What follows belongs to an exercise in optimizing a design on an open flow for small area, a short achievable clock period and few clock cycles per item; a production flow would make more cautious choices.
Where RTL was checked, it was by simulation tests only, not by an equivalence proof against the original.
Only the layout flow was run in run 3; the RTL was not checked for function there.
Power figures rest on the tool's default switching activity, not on a simulated workload.

==> flow/design.v <==
package sigmoid_pkg;
  function automatic integer sig_one(input integer f);
    sig_one = 1 << f;
  endfunction
  function automatic integer sig_sat_pos(input integer f);
    sig_sat_pos = 4 << f;
  endfunction
  function automatic integer sig_sat_neg(input integer f);
    sig_sat_neg = -(4 << f);
  endfunction
endpackage
module sigmoid_core (
  input  logic [7:0] t,
  output logic [6:0] q
);
  wire t0 = (t[0] & t[5]) ^ (t[1] & t[4]);
  wire t1 = (t[0] & t[5]) & (t[1] & t[4]);
  wire t2 = (t[0] & t[6]) ^ (t[1] & t[5]);
  wire t3 = (t[0] & t[6]) & (t[1] & t[5]);
  wire t4 = (t[0] & t[7]) ^ (t[1] & t[6]) ^ (t[2] & t[5]);
  wire t5 = ((t[0] & t[7]) & (t[1] & t[6])) | ((t[0] & t[7]) & (t[2] & t[5])) | ((t[1] & t[6]) & (t[2] & t[5]));
  wire t6 = (t[1] & t[7]) ^ (t[2] & t[6]) ^ (t[3] & t[5]);
  wire t7 = ((t[1] & t[7]) & (t[2] & t[6])) | ((t[1] & t[7]) & (t[3] & t[5])) | ((t[2] & t[6]) & (t[3] & t[5]));
  wire t8 = (t[2] & t[7]) ^ (t[3] & t[6]) ^ (t[4] & t[5]);
  wire t9 = ((t[2] & t[7]) & (t[3] & t[6])) | ((t[2] & t[7]) & (t[4] & t[5])) | ((t[3] & t[6]) & (t[4] & t[5]));
  wire t10 = (t[0] & t[3]) ^ (t[1] & t[2]);
  wire t11 = (t[0] & t[3]) & (t[1] & t[2]);
  wire t12 = (t[0] & t[4]) ^ (t[1] & t[3]);
  wire t13 = (t[0] & t[4]) & (t[1] & t[3]);
  wire t14 = t0 ^ (t[2] & t[3]) ^ t[3];
  wire t15 = (t0 & (t[2] & t[3])) | (t0 & t[3]) | ((t[2] & t[3]) & t[3]);
  wire t16 = t1 ^ t2 ^ (t[2] & t[4]);
  wire t17 = (t1 & t2) | (t1 & (t[2] & t[4])) | (t2 & (t[2] & t[4]));
  wire t18 = t3 ^ t4 ^ (t[4] & ~t[3]);
  wire t19 = (t3 & t4) | (t3 & (t[4] & ~t[3])) | (t4 & (t[4] & ~t[3]));
  wire t20 = t5 ^ t6 ^ (t[3] & t[4]);
  wire t21 = (t5 & t6) | (t5 & (t[3] & t[4])) | (t6 & (t[3] & t[4]));
  wire t22 = t7 ^ t8 ^ t[5];
  wire t23 = (t7 & t8) | (t7 & t[5]) | (t8 & t[5]);
  wire t24 = t9 ^ (t[3] & t[7]) ^ (t[4] & t[6]);
  wire t25 = (t9 & (t[3] & t[7])) | (t9 & (t[4] & t[6])) | ((t[3] & t[7]) & (t[4] & t[6]));
  wire t26 = (t[4] & t[7]) ^ (t[5] & t[6]) ^ t[6];
  wire t27 = ((t[4] & t[7]) & (t[5] & t[6])) | ((t[4] & t[7]) & t[6]) | ((t[5] & t[6]) & t[6]);
  wire t28 = (t[0] & t[1]) ^ t[1];
  wire t29 = (t[0] & t[1]) & t[1];
  wire t30 = t10 ^ t[2];
  wire t31 = t10 & t[2];
  wire t32 = t11 ^ t12;
  wire t33 = t11 & t12;
  wire t34 = t13 ^ t14;
  wire t35 = t13 & t14;
  wire t36 = t15 ^ t16;
  wire t37 = t15 & t16;
  wire t38 = t17 ^ t18;
  wire t39 = t17 & t18;
  wire t40 = t19 ^ t20;
  wire t41 = t19 & t20;
  wire t42 = t21 ^ t22;
  wire t43 = t21 & t22;
  wire t44 = t23 ^ t24;
  wire t45 = t23 & t24;
  wire t46 = t25 ^ t26;
  wire t47 = t25 & t26;
  wire t48 = t27 ^ (t[5] & t[7]);
  wire t49 = t27 & (t[5] & t[7]);
  wire t50 = (t[6] & t[7]) ^ t[7];
  wire t51 = (t[6] & t[7]) & t[7];
  wire t52 = (t[0] & t[2]) & t29;
  wire t53 = (t[0] & t[2]) & t28;
  wire t54 = t33 | (t32 & t31);
  wire t55 = t32 & t30;
  wire t56 = t37 | (t36 & t35);
  wire t57 = t36 & t34;
  wire t58 = t41 | (t40 & t39);
  wire t59 = t40 & t38;
  wire t60 = t45 | (t44 & t43);
  wire t61 = t44 & t42;
  wire t62 = t49 | (t48 & t47);
  wire t63 = t48 & t46;
  wire t64 = t35 | (t34 & t54);
  wire t65 = t34 & t55;
  wire t66 = t56 | (t57 & t54);
  wire t67 = t57 & t55;
  wire t68 = t43 | (t42 & t58);
  wire t69 = t42 & t59;
  wire t70 = t60 | (t61 & t58);
  wire t71 = t61 & t59;
  wire t72 = t51 | (t50 & t62);
  wire t73 = t50 & t63;
  wire t74 = t31 | (t30 & t52);
  wire t75 = t54 | (t55 & t52);
  wire t76 = t64 | (t65 & t52);
  wire t77 = t66 | (t67 & t52);
  wire t78 = t47 | (t46 & t70);
  wire t79 = t46 & t71;
  wire t80 = t62 | (t63 & t70);
  wire t81 = t63 & t71;
  wire t82 = t72 | (t73 & t70);
  wire t83 = t73 & t71;
  wire t84 = t39 | (t38 & t77);
  wire t85 = t58 | (t59 & t77);
  wire t86 = t68 | (t69 & t77);
  wire t87 = t70 | (t71 & t77);
  wire t88 = t78 | (t79 & t77);
  wire t89 = t80 | (t81 & t77);
  wire t90 = t82 | (t83 & t77);
  wire t91 = (t[0] & t[2]) ^ t29;
  wire t92 = t30 ^ t52;
  wire t93 = t32 ^ t74;
  wire t94 = t34 ^ t75;
  wire t95 = t36 ^ t76;
  wire t96 = t38 ^ t77;
  wire t97 = t40 ^ t84;
  wire t98 = t42 ^ t85;
  wire t99 = t44 ^ t86;
  wire t100 = t46 ^ t87;
  wire t101 = t48 ^ t88;
  wire t102 = t50 ^ t89;
  assign q = {t90, t102, t101, t100, t99, t98, t97};
endmodule
module sigmoid_lane (
  input  logic        clk,
  input  logic        i_en,
  input  logic        i_mode,    
  input  logic [15:0] i_x,
  input  logic        r1_mode,   
  input  logic        r_mode,    
  output logic [15:0] o_y,
  output logic        o_sat
);
  logic       w_neg;
  logic       w_sat;
  logic [7:0] w_xs;      
  logic       w_lo;      
  logic [7:0] w_y;
  logic       w_cin;
  logic [7:0] w_pa;      
  logic [7:0] w_t;
  assign w_neg = i_x[15];
  always_comb begin
    if (i_mode) begin
      w_sat = w_neg ? (~&i_x[14:9]  | ~|i_x[8:0]) : |i_x[14:9];
      w_xs  = i_x[8:1];
      w_lo  = i_x[0];
    end else begin
      w_sat = w_neg ? (~&i_x[14:10] | ~|i_x[9:0]) : |i_x[14:10];
      w_xs  = i_x[9:2];
      w_lo  = |i_x[1:0];
    end
    w_y     = w_xs ^ {8{~w_neg}};
    w_cin   = ~w_neg | w_lo;
    w_pa[0] = 1'b1;
    w_pa[1] = w_y[0];
    w_pa[2] = &w_y[1:0];
    w_pa[3] = w_pa[2] & w_y[2];
    w_pa[4] = w_pa[2] & (&w_y[3:2]);
    w_pa[5] = w_pa[4] & w_y[4];
    w_pa[6] = w_pa[4] & (&w_y[5:4]);
    w_pa[7] = w_pa[4] & (&w_y[6:4]);
    w_t = w_y ^ (w_pa & {8{w_cin}});
    if (w_sat) w_t = 8'd1;
  end
  logic [7:0] r1_t;
  logic       r1_neg;
  logic       r1_sat;
  always_ff @(posedge clk) begin
    if (i_en) begin
      r1_t   <= w_t;
      r1_neg <= w_neg;
      r1_sat <= w_sat;
    end
  end
  logic [6:0] w_q;
  sigmoid_core u_core (
    .t (r1_t),
    .q (w_q)
  );
  logic [8:0] w_sc;
  assign w_sc = r1_mode ? {~|r1_t, w_q, 1'b0} : {1'b0, ~|r1_t, w_q};
  logic [8:0] r2_sc;
  logic       r2_neg;
  logic       r2_sat;
  always_ff @(posedge clk) begin
    if (i_en) begin
      r2_sc  <= w_sc;
      r2_neg <= r1_neg;
      r2_sat <= r1_sat;
    end
  end
  logic [9:0] w_p;
  logic       w_pos;
  assign w_pos = ~r2_neg;
  always_comb begin
    w_p[0] = 1'b0;
    w_p[1] = r2_sc[0];
    w_p[2] = |r2_sc[1:0];
    w_p[3] = |r2_sc[2:0];
    w_p[4] = |r2_sc[3:0];
    w_p[5] = w_p[4] | r2_sc[4];
    w_p[6] = w_p[4] | (|r2_sc[5:4]);
    w_p[7] = w_p[4] | (|r2_sc[6:4]);
    w_p[8] = w_p[4] | (|r2_sc[7:4]);
    w_p[9] = w_p[8] | r2_sc[8];
    for (int i = 0; i < 8; i++) o_y[i] = r2_sc[i] ^ (w_pos & w_p[i]);
    o_y[8]    = w_pos ? ~w_p[9] : (r_mode ^ r2_sc[8]);
    o_y[15:9] = {7{r2_neg & r_mode & ~r2_sc[8]}};
  end
  assign o_sat = r2_sat;
endmodule
module sigmoid_pipe #(
  parameter int W     = 16,
  parameter int F     = W / 2,
  parameter int LANES = 4
) (
  input  logic               clk,
  input  logic               rst,
  input  logic               in_valid,
  output logic               in_ready,
  input  logic [LANES*W-1:0] in_data,
  input  logic               in_mode,
  output logic               out_valid,
  input  logic               out_ready,
  output logic [LANES*W-1:0] out_data,
  output logic [LANES-1:0]   out_sat
);
  logic       w_en;
  logic [1:0] r_vld;
  logic [1:0] r_mode;
  logic       w_mode;
  assign w_mode = in_mode;
  assign w_en      = !r_vld[1] || out_ready;
  assign in_ready  = w_en;
  assign out_valid = r_vld[1];
  always_ff @(posedge clk) begin
    if (rst)       r_vld <= '0;
    else if (w_en) r_vld <= {r_vld[0], in_valid};
  end
  always_ff @(posedge clk) begin
    if (w_en) r_mode <= {r_mode[0], w_mode};
  end
  for (genvar g = 0; g < LANES; g++) begin : g_lane
    sigmoid_lane u_lane (
      .clk    (clk),
      .i_en   (w_en),
      .i_mode (w_mode),
      .i_x    (in_data[g*W +: W]),
      .r1_mode(r_mode[0]),
      .r_mode (r_mode[1]),
      .o_y    (out_data[g*W +: W]),
      .o_sat  (out_sat[g])
    );
  end
endmodule
==> flow/flow/run.sh <==
#!/bin/bash
# Layout flow: the standard ORFS flow (standard.sh) with three changes:
#  - synthesis leaves the adders to ABC (no ADDER_MAP_FILE, so no fa/ha cells) and maps the
#    logic with flow/abc_map.script (a 60 s &deepsyn restructuring, then ABC's area mapper)
#    in place of ORFS's ABC script;
#    everything else in the synthesis, registers included, is the standard flow's own synth_recipe.tcl;
#  - port buffers use the platform's plain buf_1 cell instead of the one buffer_ports picks;
#  - clock tree: small clock buffers and no dummy loads.
# Each step's full output goes to a log file of its own here; ORFS keeps its per-step logs
# under orfs/logs/.
set -euo pipefail
W=$PWD
export BUFFER_PORTS_ARGS="-buffer_cell sky130_fd_sc_hd__buf_1"
export CTS_ARGS="-sink_clustering_enable -repair_clock_nets -dont_use_dummy_load -buf_list {sky130_fd_sc_hd__clkbuf_4 sky130_fd_sc_hd__clkbuf_8} -root_buf sky130_fd_sc_hd__clkbuf_8"

# synth_recipe.tcl with every "abc -script X ..." call given flow/abc_map.script as X
cat > "$W/synth_abc.tcl" <<TCL
proc abc {args} {
  set i [lsearch -exact \$args -script]
  if {\$i >= 0} { set args [lreplace \$args [expr {\$i + 1}] [expr {\$i + 1}] {$W/flow/abc_map.script}] }
  yosys abc {*}\$args
}
source {$W/synth_recipe.tcl}
TCL
sed "s#SYNTH_SCRIPT=[^ ]*#SYNTH_SCRIPT=$W/synth_abc.tcl ADDER_MAP_FILE=#" standard.sh > my_standard.sh
grep -q "SYNTH_SCRIPT=$W/synth_abc.tcl ADDER_MAP_FILE=" my_standard.sh

bash my_standard.sh synth > synth.log 2>&1
bash my_standard.sh > layout.log 2>&1
==> flow/flow/abc_map.script <==
strash
&get -n
&deepsyn -T 60
&put
dch -f
amap
topo
stime -c
buffer -c
upsize -c
dnsize -c
==> flow/standard.sh <==
#!/bin/bash
# synth_recipe.tcl (not shown) runs the flow's synth.tcl, then flattens the netlist and writes it again
# the make line also repeats each setting of config.mk as NAME=value (left out here)
make -C /OpenROAD-flow-scripts/flow DESIGN_CONFIG=/design/flow/config.mk WORK_HOME=/design/flow/orfs CLKGATE_MAP_FILE= SYNTH_SCRIPT=/design/flow/synth_recipe.tcl "${@:-finish}"
==> flow/config.mk <==
export PLATFORM = sky130hd
export DESIGN_NAME = sigmoid_pipe
export DESIGN_NICKNAME = sigmoid_pipe
export VERILOG_FILES = /design/flow/design.v
export SDC_FILE = /design/flow/constraint.sdc
export NUM_CORES = 4
export LEC_CHECK = 0
export ABC_AREA = 1
export CAP_MARGIN = 20
export CORE_MARGIN = 2
export CORE_UTILIZATION = 40
export SETUP_SLACK_MARGIN = 3.1
export SLEW_MARGIN = 20
==> flow/constraint.sdc <==
create_clock -name core_clock -period 7.0 [get_ports {clk}]
set_input_delay 1.4000 -clock core_clock [delete_from_list [all_inputs] [get_ports {clk}]]
set_output_delay 1.4000 -clock core_clock [all_outputs]
set_load 0.01 [all_outputs]
==> impl_metrics.py, run 1 <==
metrics = {
    "status": {
        "outcome": "no timing/DRC/antenna violations",
    },
    "worst_setup_path": {
        "critPathArrivalTime_ns": 2.38,
        "cp_max_fo": 11,
        "crit_family": "buffers and inverters",
        "critPathLaunchType": "primary input",
        "worstPathCellList": "buf_1 > nor2b_4 > clkinvlp_4 > buf_1",
        "max_stage_delay_ns": 0.38,
        "slowest_stage": "clkinvlp_4",
        "timing.critical_path.mode_cell": "buf_1",
        "cp_num_buf_inv": 3,
        "critPathRequiredTime_ns": 5.60,
        "path_class": "primary input to output port",
        "worstSetupEndpointType": "output port",
    },
    "drt": {
        "viasPerCell": 5.14,
        "drc": 0,
        "wl_mm": 15.4,
        "wl_per_cell_microns": 11.6,
        "drt_iter0_drc": 295,
        "vias": 6775,
        "firstDrtPassIters": 5,
        "ant_nets": 0,
    },
    "run": {
        "maxCapViolCount": 0,
    },
    "synth": {
        "synth_fp_nets": 1053,
        "syn_inst": 984,
        "yosysWarnings": 2,
        "synth_cell_type_count": 55,
        "ys_seq_elements": 88,
        "ys_seq_area_frac": 0.364,
        "syn_avg_cell_area_sq_um": 7.33,
        "syn_area_sq_um": 7210,
    },
    "floorplan": {
        "die_area_sq_um": 19100,
        "die_y_microns": 138,
        "coreArea_sq_um": 17800,
        "die_x_microns": 138,
        "initial_utilization": 0.404,
        "ios": 139,
        "rows": 49,
    },
    "sta": {
        "timing.fmax_mhz": 265,
        "report.final.slew_viol_count": 0,
        "setup_viol": 0,
        "tightest_slew_ns": 0.848,
        "maxSlewHeadroom": 0.431,
        "finalWorstSetupSlack_ns": 3.22,
        "hold_violations": 0,
        "finClkSkew_ns": 0.0157,
        "fin_tns_setup_ns": 0,
        "hold_ws_ns": 0.423,
        "fin_crit_sh": 0.540,
        "rsz0062_at_grt": "true",
        "fin_crit_ns": 3.78,
    },
    "place": {
        "port-buffer-count": 138,
        "place.gp.congestion": 0.858,
        "pre_cts_ws_ns": 2.61,
        "placed_area_sq_um": 7700,
        "hpwl_mm": 12.0,
    },
    "global_route": {
        "grt_pass1_vias": 5592,
        "grt_start_max_net_pins": 47,
        "grtUsageTotal": 0.155,
        "antenna_found_initial": 0,
        "grt_first_pass_wirelength_mm": 25.6,
        "grt-ovfl-total": 0,
    },
    "hold_path": {
        "hp-class": "flip-flop to flip-flop",
    },
    "finish": {
        "drive_above_1_share": 0.0679,
        "multi_input_area_sq_um": 3930,
        "final_cell_mix": "206 x nor2_1, 138 x buf_1, 100 x a21oi_1",
        "diodes": 0,
        "regArea_sq_um": 2620,
        "syn_to_final_growth_pct": 9.83,
        "fillCellCount": 1836,
        "final_nets": 1161,
        "final_common_cell": "nor2_1",
        "stdcell_area_sq_um": 7920,
    },
    "clocking": {
        "cts_buffer_depth": 2,
        "clk_latency_ns": 0.35,
        "tritoncts": "built",
        "cts.clk_slew.worst_paths_ns": 0.08,
        "h-tree-depth": 3,
        "hold_buffers": 0,
        "clockRootBuffer": "clkbuf_8",
        "clock_sinks": 88,
        "numCtsBuffers": 9,
    },
    "power": {
        "peakVddDrop_uv": 78.6,
        "power_mw": 1.24,
        "powerDensity_nw_per_um2": 157,
        "power.leakage_nw": 2.88,
    },
}
[flip-flops by register name, indices dropped and copies added (netlist names)]
| register | count |
|---|---|
| g_lane.u_lane.r2_sc | 36 |
| g_lane.u_lane.r1_t | 32 |
| g_lane.u_lane.r1_neg | 4 |
| g_lane.u_lane.r1_sat | 4 |
| g_lane.u_lane.r2_neg | 4 |
| g_lane.u_lane.r2_sat | 4 |
| r_mode | 2 |
| r_vld | 2 |
[final cells by class]
cell class / instances / area share
inverter: 88 / 0.0426
timing repair buffer: 147 / 0.0753
tap: 229 / 0.0362
sequential: 88 / 0.331
timing repair inverter: 4 / 0.00284
multi-input combinational: 754 / 0.496
clock buffer: 9 / 0.0156
[cells in the mapped netlist (all sizes together)]
cell type	number	area (sq um)
a31oi	21	131
dfxtp	2	40.0
a211oi	12	90.1
and2	17	109
inv	83	312
a21o	2	15.0
nor2	222	878
a2111oi	5	43.8
and4	4	35.0
and3	7	43.8
o32ai	3	41.3
a22oi	13	97.6
edfxtp	86	2580
buf	35	262
a221oi	2	17.5
o21a	15	114
nor3	26	130
o22ai	58	363
nand2	88	333
or4	7	52.6
o21bai	1	7.51
clkbuf	18	71.3
o21ai	88	459
nand3	8	40.0
nor4	10	62.6
o31ai	1	7.51
a211o	1	8.76
a32oi	2	17.5
clkinv	5	18.8
nand2b	4	25.0
or2	2	12.5
nand4	8	50.1
a221o	1	10.0
o211a	4	40.0
dlygate4sd3	1	10.0
a22o	1	8.76
o22a	4	35.0
a21oi	108	571
or3	4	25.0
nor2b	4	32.5
o221a	1	11.3
[metal layers]
metal  part of all wire  vias up  routed length (microns)  global-route usage
met5                  0        -                        0                   0
li1                   -     3747                        -                   -
met2               0.39      181                     6020               0.217
met3              0.050        9                      765              0.0229
met1               0.55     2838                     8440               0.249
met4             0.0085        0                      131              0.0371
[cells by family (layout without fill, tap and decap cells)]
logic type / count (synthesis) / count (layout) / synth area share
buffers and inverters: 142 / 248 / 0.0933
DFF: 88 / 88 / 0.364
and+or+nand+nor: 411 / 411 / 0.254
AOI/OAI and AO/OA: 343 / 343 / 0.290
[stage by stage]
stage,utilization,cells
6_report,0.444,1319
5_1_grt,0.444,1319
4_1_cts,0.439,1310
3_5_place_dp,0.432,1299
3_3_place_gp,0.432,1299
2_1_floorplan,-,984
[report_power, final]
part / internal [mW] / total, mW / switching (mW) / leakage, nW
logic: 0.120 / 0.336 / 0.216 / 1.85
clock network: 0.115 / 0.263 / 0.148 / 0.0647
registers: 0.614 / 0.646 / 0.0315 / 0.970
total: 0.849 / 1.24 / 0.395 / 2.88
[path summary, 6_finish.rpt]
| kind | slack (ns) | cells after the start | endpoint | from |
|---|---|---|---|---|
| worst max register to register | 3.57 | 22 | g_lane[1].u_lane.r2_sc[6] | g_lane[1].u_lane.r1_t[7] |
| worst max-delay path | 3.22 | 4 | in_ready | out_ready |
| worst min register to register | 0.42 | 0 | g_lane[1].u_lane.r2_sat | g_lane[1].u_lane.r1_sat |
| worst min-delay path | 0.42 | 0 | g_lane[1].u_lane.r2_sat | g_lane[1].u_lane.r1_sat |
[timing repair]
| item | 4_1_cts | 5_1_grt |
|---|---|---|
| buffers inserted | 0 | 6 |
| resized for setup | 1 | 4 |
| setup endpoints to repair | 3 | 24 |
| gates cloned | 2 | 2 |
[worst register-to-register path, cell delays in order, from the launching register on]
cell and delay [ns]:
edfxtp_1 0.47, inv_1 0.24, o22ai_1 0.14, nor2b_2 0.18
nand2_1 0.08, o21a_1 0.15, nand2_1 0.08, o21ai_2 0.11
nor2_2 0.05, a21oi_2 0.14, nand2_1 0.06, o21ai_1 0.13
o22ai_1 0.14, nor2_1 0.18, a21oi_2 0.06, nor2_2 0.12
a21oi_2 0.05, nor2_2 0.13, a21oi_2 0.05, nand2_1 0.10
inv_1 0.08, o21ai_0 0.26, o22ai_1 0.13
Testbench counts, summed over its fixed seeds: cycles 8,016, items 8,000.
==> inputs of run 2 (changes only) <==
--- a/flow/config.mk
+++ b/flow/config.mk
@@ -10,4 +10,4 @@
 export CORE_MARGIN = 2
 export CORE_UTILIZATION = 40
-export SETUP_SLACK_MARGIN = 3.1
+export SETUP_SLACK_MARGIN = 3.2
 export SLEW_MARGIN = 20
==> run 2 against run 1 <==
Against the previous run: still clean on timing, DRC and antenna; sequential cell count is the same; via count grew 0.28%; largest cell class unchanged; non-clock buffer count increased by 5; power grew 0.25%; setup slack better by 0.23 ns; final area rose by 0.63%; fmax rose by 6.3%; first-iteration DRC count increased by 6.1%; hold slack barely moved; combinational power about the same.
==> impl_metrics.py, run 2 <==
metrics = {
    "status": {
        "outcome": "no timing/DRC/antenna violations",
    },
    "sta": {
        "fin_crit_ns": 3.55,
        "setup_viol": 0,
        "tightest_slew_ns": 0.855,
        "hold_violations": 0,
        "hold_ws_ns": 0.423,
        "fin_tns_setup_ns": 0,
        "report.final.slew_viol_count": 0,
        "rsz0062_at_grt": "true",
        "maxSlewHeadroom": 0.427,
        "timing.fmax_mhz": 281,
        "fin_crit_sh": 0.508,
        "finClkSkew_ns": 0.0163,
    },
    "place": {
        "place.gp.congestion": 0.858,
        "hpwl_mm": 12.0,
        "port-buffer-count": 138,
    },
    "global_route": {
        "grt-ovfl-total": 0,
        "antenna_found_initial": 0,
        "grt_first_pass_wirelength_mm": 25.7,
        "grtUsageTotal": 0.156,
        "grt_start_max_net_pins": 47,
        "grt_pass1_vias": 5596,
    },
    "clocking": {
        "cts_buffer_depth": 2,
        "clockRootBuffer": "clkbuf_8",
        "tritoncts": "built",
        "hold_buffers": 0,
        "h-tree-depth": 3,
        "numCtsBuffers": 9,
        "clock_sinks": 88,
        "cts.clk_slew.worst_paths_ns": 0.08,
        "clk_latency_ns": 0.36,
    },
    "synth": {
        "yosysTopAreaCellShare": 0.358,
        "yosysTopAreaCell": "edfxtp_1",
        "yosysWarnings": 2,
        "synth_fp_nets": 1053,
        "syn_avg_cell_area_sq_um": 7.33,
        "synth_xor_area_frac": 0,
        "ys_seq_elements": 88,
        "synthAdderAreaFrac": 0,
        "synth_most_common_cell": "nor2_1",
        "synth-simple-area-share": 0.254,
        "syn_inst": 984,
        "synth_top_family_by_area": "compound AO/OA/AOI/OAI gates",
        "synth-async-reset-ratio": 0,
        "syn_area_sq_um": 7210,
        "synthMuxAreaShare": 0,
        "synth_ff_type": "edfxtp_1",
        "ys_seq_area_frac": 0.364,
        "synth_area_leaders": "edfxtp_1 36%, nor2_1 11%, a21oi_1 6.9%",
        "synth_compound_area_frac": 0.290,
        "synth_cell_type_count": 55,
        "synth_edf_count": 86,
        "synth_common_cells": "206 x nor2_1, 100 x a21oi_1, 87 x nand2_1",
    },
    "hold_path": {
        "holdPathEnd": "g_lane[2].u_lane.r2_sat",
        "hp-class": "flip-flop to flip-flop",
        "holdPathStages": 0,
        "hold_start": "g_lane[2].u_lane.r1_sat",
    },
    "drt": {
        "vias": 6794,
        "firstDrtPassIters": 5,
        "wl_mm": 15.5,
        "ant_nets": 0,
        "drc": 0,
        "wl_per_cell_microns": 11.7,
        "viasPerCell": 5.13,
        "drt_iter0_drc": 313,
    },
    "floorplan": {
        "die_area_sq_um": 19100,
        "initial_utilization": 0.404,
        "die_x_microns": 138,
        "die_y_microns": 138,
        "coreArea_sq_um": 17800,
        "ios": 139,
        "rows": 49,
    },
    "worst_setup_path": {
        "max_stage_delay_ns": 0.43,
        "reg2reg_depth": 20,
        "path_class": "flip-flop to output port",
        "timing.critical_path.mode_cell": "nor2_1",
        "worstPathCellList": "nor3_1 > nand2b_1 > or3_1 > nor2_1 > nor2_1 > a21oi_1 > buf_1",
        "reg2reg_to": "g_lane[1].u_lane.r2_sc[6]",
        "cp_max_fo": 5,
        "critPathLaunchType": "flip-flop",
        "reg2reg_slack_ns": 3.63,
        "critPathRequiredTime_ns": 5.60,
        "critPathArrivalTime_ns": 2.15,
        "worstSetupEndpointType": "output port",
        "reg2reg_from": "g_lane[1].u_lane.r1_t[7]",
        "slowest_stage": "edfxtp_1",
    },
    "power": {
        "switching_share": 0.318,
        "seq_power_share": 0.518,
        "powerDensity_nw_per_um2": 156,
        "internal_power_uw": 851,
        "peakVddDrop_uv": 78.5,
        "p_clk_frac": 0.211,
        "power.switching_uw": 396,
        "combPwrFrac": 0.271,
        "power.leakage_nw": 2.91,
    },
    "finish": {
        "reg_top3": "g_lane.u_lane.r2_sc: 36 flops, g_lane.u_lane.r1_t: 32 flops",
        "top_register": "g_lane.u_lane.r2_sc",
        "final_cell_mix": "205 x nor2_1, 138 x buf_1, 99 x a21oi_1",
        "final_common_cell": "nor2_1",
        "drive_above_1_share": 0.0758,
        "largest_register_ff_count": 36,
        "syn_to_final_growth_pct": 10.5,
        "final_nets": 1166,
        "diodes": 0,
    },
    "run": {
        "maxCapViolCount": 0,
    },
}
-- run 2: cell counts after synthesis --
Identical to the previous run, type by type.
-- run 2: stage by stage --
stage          std cells  setup slack [ns]  cell area [sq um]   util  power [mW]
2_1_floorplan        984              3.03               7230      -       0.908
3_3_place_gp        1299              2.67               7700  0.432       0.985
3_5_place_dp        1299              2.61               7700  0.432       0.988
4_1_cts             1311              3.20               7850  0.440        1.25
5_1_grt             1324              3.17               7970  0.447        1.33
6_report            1324              3.45               7970  0.447        1.25
-- run 2: area by class of cell --
cell class                      count  area (sq um)
Clock buffer                        9           124
Fill cell                        1837          9870
Inverter                           88           338
Multi-Input combinational cell    754          3940
Sequential cell                    88          2620
Tap cell                          229           287
Timing Repair Buffer              152           634
Timing Repair inverter              4          25.0
-- run 2: how the worst max path moves through the flow --
stage                                    from                  endpoint  slack [ns]  cells after the start
global placement                      in_mode  g_lane[3].u_lane.r1_t[7]        2.67                     16
CTS                                 out_ready                  in_ready        3.20                      4
detailed placement                    in_mode  g_lane[3].u_lane.r1_t[7]        2.61                     16
finish              g_lane[2].u_lane.r2_sc[0]              out_data[39]        3.45                      7
global route                          in_mode  g_lane[3].u_lane.r1_t[7]        3.17                     14
floorplan                           out_ready                  in_ready        3.03                      2
-- run 2: what timing repair did --
item / 4_1_cts / 5_1_grt
buffers inserted: 0 / 11
resized for setup: 2 / 11
gates cloned: 3 / 1
setup endpoints to repair: 21 / 28
endpoints found under the hold margin: 0 / 0
pin swaps: 0 / 1
-- run 2: kinds of logic after synthesis --
logic type,count (synthesis)
AO/OA/AOI/OAI,343
buffers and inverters,142
flip-flops,88
AND/OR/NAND/NOR,411
-- run 2: worst max-delay path: cells and delay by family, from the launching register on --
family	cells	cell delay [ns]
AOI/OAI and AO/OA	1	0.19
buffers and inverters	1	0.17
and+or+nand+nor	5	1.02
DFF	1	0.43
-- run 2: power groups by stage --
stage / registers, mW / clock network, mW / logic [mW]
floorplan: 0.646 / 0 / 0.262
global placement: 0.659 / 0 / 0.326
detailed placement: 0.660 / 0 / 0.329
CTS: 0.648 / 0.274 / 0.332
global route: 0.652 / 0.294 / 0.388
finish: 0.646 / 0.263 / 0.338
-- run 2: metal layers --
metal  part of all wire  GRT usage  vias to the layer above
met5                  0          0                        -
met4             0.0083     0.0371                        0
met3              0.050     0.0229                        7
met2               0.39      0.220                      182
met1               0.55      0.249                     2845
li1                   -          -                     3760
==> inputs of run 3 (changes only) <==
--- a/flow/design.v
+++ b/flow/design.v
@@ -159,5 +159,5 @@
     w_pa[7] = w_pa[4] & (&w_y[6:4]);
     w_t = w_y ^ (w_pa & {8{w_cin}});
-    if (w_sat) w_t = 8'd1;
+    if (w_sat) w_t = {4'd0, w_t[3:1], 1'b1};
   end
   logic [7:0] r1_t;
==> run 3 against run 2 <==
Against the previous run: clock skew increased by 0.0026 ns; clock power is 2% lower; first-iteration DRC count increased by 1.9%; cell count fell by 0.60%; setup slack got worse by 0.046 ns; power grew 16%; highest routed layer unchanged.
==> impl_metrics.py, run 3 <==
metrics = {
    "sta": {
        "setup_viol": 0,
        "tightest_slew_ns": 1.06,
        "finClkSkew_ns": 0.0189,
        "hold_violations": 0,
        "report.final.slew_viol_count": 0,
        "fin_tns_setup_ns": 0,
        "maxSlewHeadroom": 0.295,
        "timing.fmax_mhz": 278,
        "fin_crit_ns": 3.60,
        "rsz0062_at_grt": "false",
        "fin_crit_sh": 0.514,
    },
    "drt": {
        "wl_mm": 15.3,
        "firstDrtPassIters": 5,
        "vias": 6820,
        "drc": 0,
        "viasPerCell": 5.18,
        "wl_per_cell_microns": 11.6,
        "ant_nets": 0,
        "drt_iter0_drc": 319,
    },
    "synth": {
        "synth_area_leaders": "edfxtp_1 35%, nor2_1 10%, a21oi_1 6.7%",
        "synth_xor_area_frac": 0,
        "yosysTopAreaCellShare": 0.352,
        "yosysWarnings": 2,
        "ys_seq_area_frac": 0.357,
        "synth_common_cells": "205 x nor2_1, 98 x a21oi_1, 93 x nand2_1",
        "synthMuxAreaShare": 0,
        "synth_most_common_cell": "nor2_1",
        "synth_cell_type_count": 58,
        "synth-async-reset-ratio": 0,
        "synthAdderAreaFrac": 0,
        "yosysTopAreaCell": "edfxtp_1",
        "syn_avg_cell_area_sq_um": 7.46,
        "synth_compound_area_frac": 0.292,
        "syn_inst": 983,
        "synth_top_family_by_area": "compound AO/OA/AOI/OAI gates",
        "synth-simple-area-share": 0.262,
        "synth_fp_nets": 1052,
        "syn_area_sq_um": 7340,
        "synth_ff_type": "edfxtp_1",
        "synth_edf_count": 86,
        "ys_seq_elements": 88,
    },
    "global_route": {
        "antenna_found_initial": 0,
        "grt_first_pass_wirelength_mm": 25.3,
        "grt_pass1_vias": 5567,
        "grtUsageTotal": 0.153,
        "grt_start_max_net_pins": 46,
        "grt-ovfl-total": 0,
    },
    "clocking": {
        "h-tree-depth": 3,
        "cts.clk_slew.worst_paths_ns": 0.08,
        "cts_buffer_depth": 2,
        "clockRootBuffer": "clkbuf_8",
        "tritoncts": "built",
        "clk_latency_ns": 0.35,
        "clock_sinks": 88,
        "numCtsBuffers": 9,
    },
    "floorplan": {
        "rows": 49,
        "die_x_microns": 139,
        "die_y_microns": 139,
        "coreArea_sq_um": 18000,
        "ios": 139,
        "die_area_sq_um": 19400,
        "initial_utilization": 0.408,
    },
    "place": {
        "place.gp.congestion": 0.848,
        "placed_area_sq_um": 7840,
        "hpwl_mm": 12.2,
        "port-buffer-count": 138,
    },
    "finish": {
        "diodes": 0,
        "regArea_sq_um": 2620,
        "largest_register_ff_count": 36,
        "final_nets": 1158,
        "fillCellCount": 1829,
        "reg_top3": "g_lane.u_lane.r2_sc: 36 flops, g_lane.u_lane.r1_t: 32 flops",
        "drive_above_1_share": 0.117,
        "top_register": "g_lane.u_lane.r2_sc",
        "final_cell_mix": "204 x nor2_1, 137 x buf_1, 97 x a21oi_1",
        "multi_input_area_sq_um": 4120,
        "stdcell_area_sq_um": 8110,
        "syn_to_final_growth_pct": 10.5,
        "final_common_cell": "nor2_1",
    },
    "power": {
        "peakVddDrop_uv": 71.2,
        "power.leakage_nw": 2.84,
        "power_mw": 1.44,
        "powerDensity_nw_per_um2": 178,
    },
    "worst_setup_path": {
        "crit_family": "simple AND/OR/NAND/NOR gates",
        "reg2reg_from": "g_lane[1].u_lane.r1_t[6]",
        "worstSetupEndpointType": "output port",
        "timing.critical_path.mode_cell": "nor2_1",
        "critPathRequiredTime_ns": 5.60,
        "worstPathCellList": "nor3_1 > nand2b_1 > or3_1 > nor2_1 > nor2_1 > a21oi_1 > buf_1",
        "path_class": "flip-flop to output port",
        "max_stage_delay_ns": 0.44,
        "cp_num_buf_inv": 1,
        "startpoint": "g_lane[0].u_lane.r2_sc[0]",
        "critPathArrivalTime_ns": 2.20,
        "critPathLaunchType": "flip-flop",
        "cp_max_fo": 5,
        "slowest_stage": "edfxtp_1",
    },
    "status": {
        "outcome": "no timing/DRC/antenna violations",
    },
    "hold_path": {
        "hold_start": "g_lane[1].u_lane.r1_sat",
        "hp-class": "flip-flop to flip-flop",
    },
    "run": {
        "maxCapViolCount": 0,
    },
}
[run 3: cell count changes in the layout (fill, tap and decap cells not counted), moves of 6 or more]
cell	previous run	this run
o21ai_0	71	58
nor3_1	26	18
inv_2	8	23
o21ai_1	11	21
a21oi_2	9	16
buf_4	12	4
nand2_1	87	93
inv_1	73	48
[run 3: routing by layer]
layer,up-vias,GRT usage,part of all wire
li1,3745,-,-
met1,2883,0.237,0.54
met2,186,0.225,0.40
met3,6,0.0217,0.054
met4,0,0.0367,0.0078
met5,-,0,0
[run 3: where the power goes]
part	switching [mW]	internal, mW
Combinational	0.313	0.182
Clock	0.144	0.115
Sequential	0.0499	0.640
Total	0.507	0.937
[run 3: cell families after synthesis]
group,after synthesis
buf+inv,129
flops,88
simple gates,425
compound gates,341
[run 3: final cells by class]
type	instances	share of cell area
clock buffers	9	0.0153
repair buffers	146	0.0792
flip-flops and latches	88	0.324
well taps	229	0.0354
inverters	78	0.0383
multi-input cells	766	0.508
[run 3: what timing repair did]
action,CTS,global route
setup buffers,0,2
gates cloned,0,2
hold buffers,0,0
gates resized for setup,3,19
setup endpoints to repair,4,8
pin swaps,1,4
[run 3: through the flow]
stage / hold slack [ns] / cells / util / setup WS, ns
6_report: 0.423 / 1316 / 0.451 / 3.40
5_1_grt: 0.441 / 1316 / 0.451 / 3.20
4_1_cts: 0.426 / 1312 / 0.444 / 3.21
3_5_place_dp: 0.406 / 1303 / 0.437 / 2.69
3_3_place_gp: 0.404 / 1303 / 0.437 / 2.77
2_1_floorplan: 0.400 / 983 / - / 3.03
[run 3: path summary, 6_finish.rpt]
path	cells past startpoint	slack (ns)	end
setup / recovery	7	3.40	out_data[7]
setup reg to reg	23	3.66	g_lane[1].u_lane.r2_sc[6]
hold reg to reg	0	0.42	g_lane[1].u_lane.r2_sat
hold / removal	0	0.42	g_lane[1].u_lane.r2_sat

[static timing again, ports no longer ideal]
In the flow no input, the clock included, has a driving cell. The finished layouts below were timed again as built, in two steps. Step 1, drivers: a clkbuf_16 drives clk and a buf_2 each remaining input, both assumed. Step 2 also shifts input and output timing later by t, the mid clock arrival at the registers, as if the neighbouring blocks saw the same clock. Slacks: no drivers / after step 1 / after step 2; pairs: no drivers / after step 1.
| run | t, ns | slack for setup (ns) | slew at the worst register clock pin (ns) |
|---|---|---|---|
| run 1 | 0.382 | 3.220 / 3.199 / 3.023 | 0.08 / 0.08 |
| run 2 | 0.383 | 3.445 / 3.410 / 3.129 | 0.08 / 0.08 |
| run 3 | 0.372 | 3.399 / 3.365 / 3.073 | 0.08 / 0.08 |
After both steps every run listed still meets setup and hold. For run 3, which loses most, drivers alone change the setup slack by -0.034 ns; drivers and shift together by -0.326 ns.
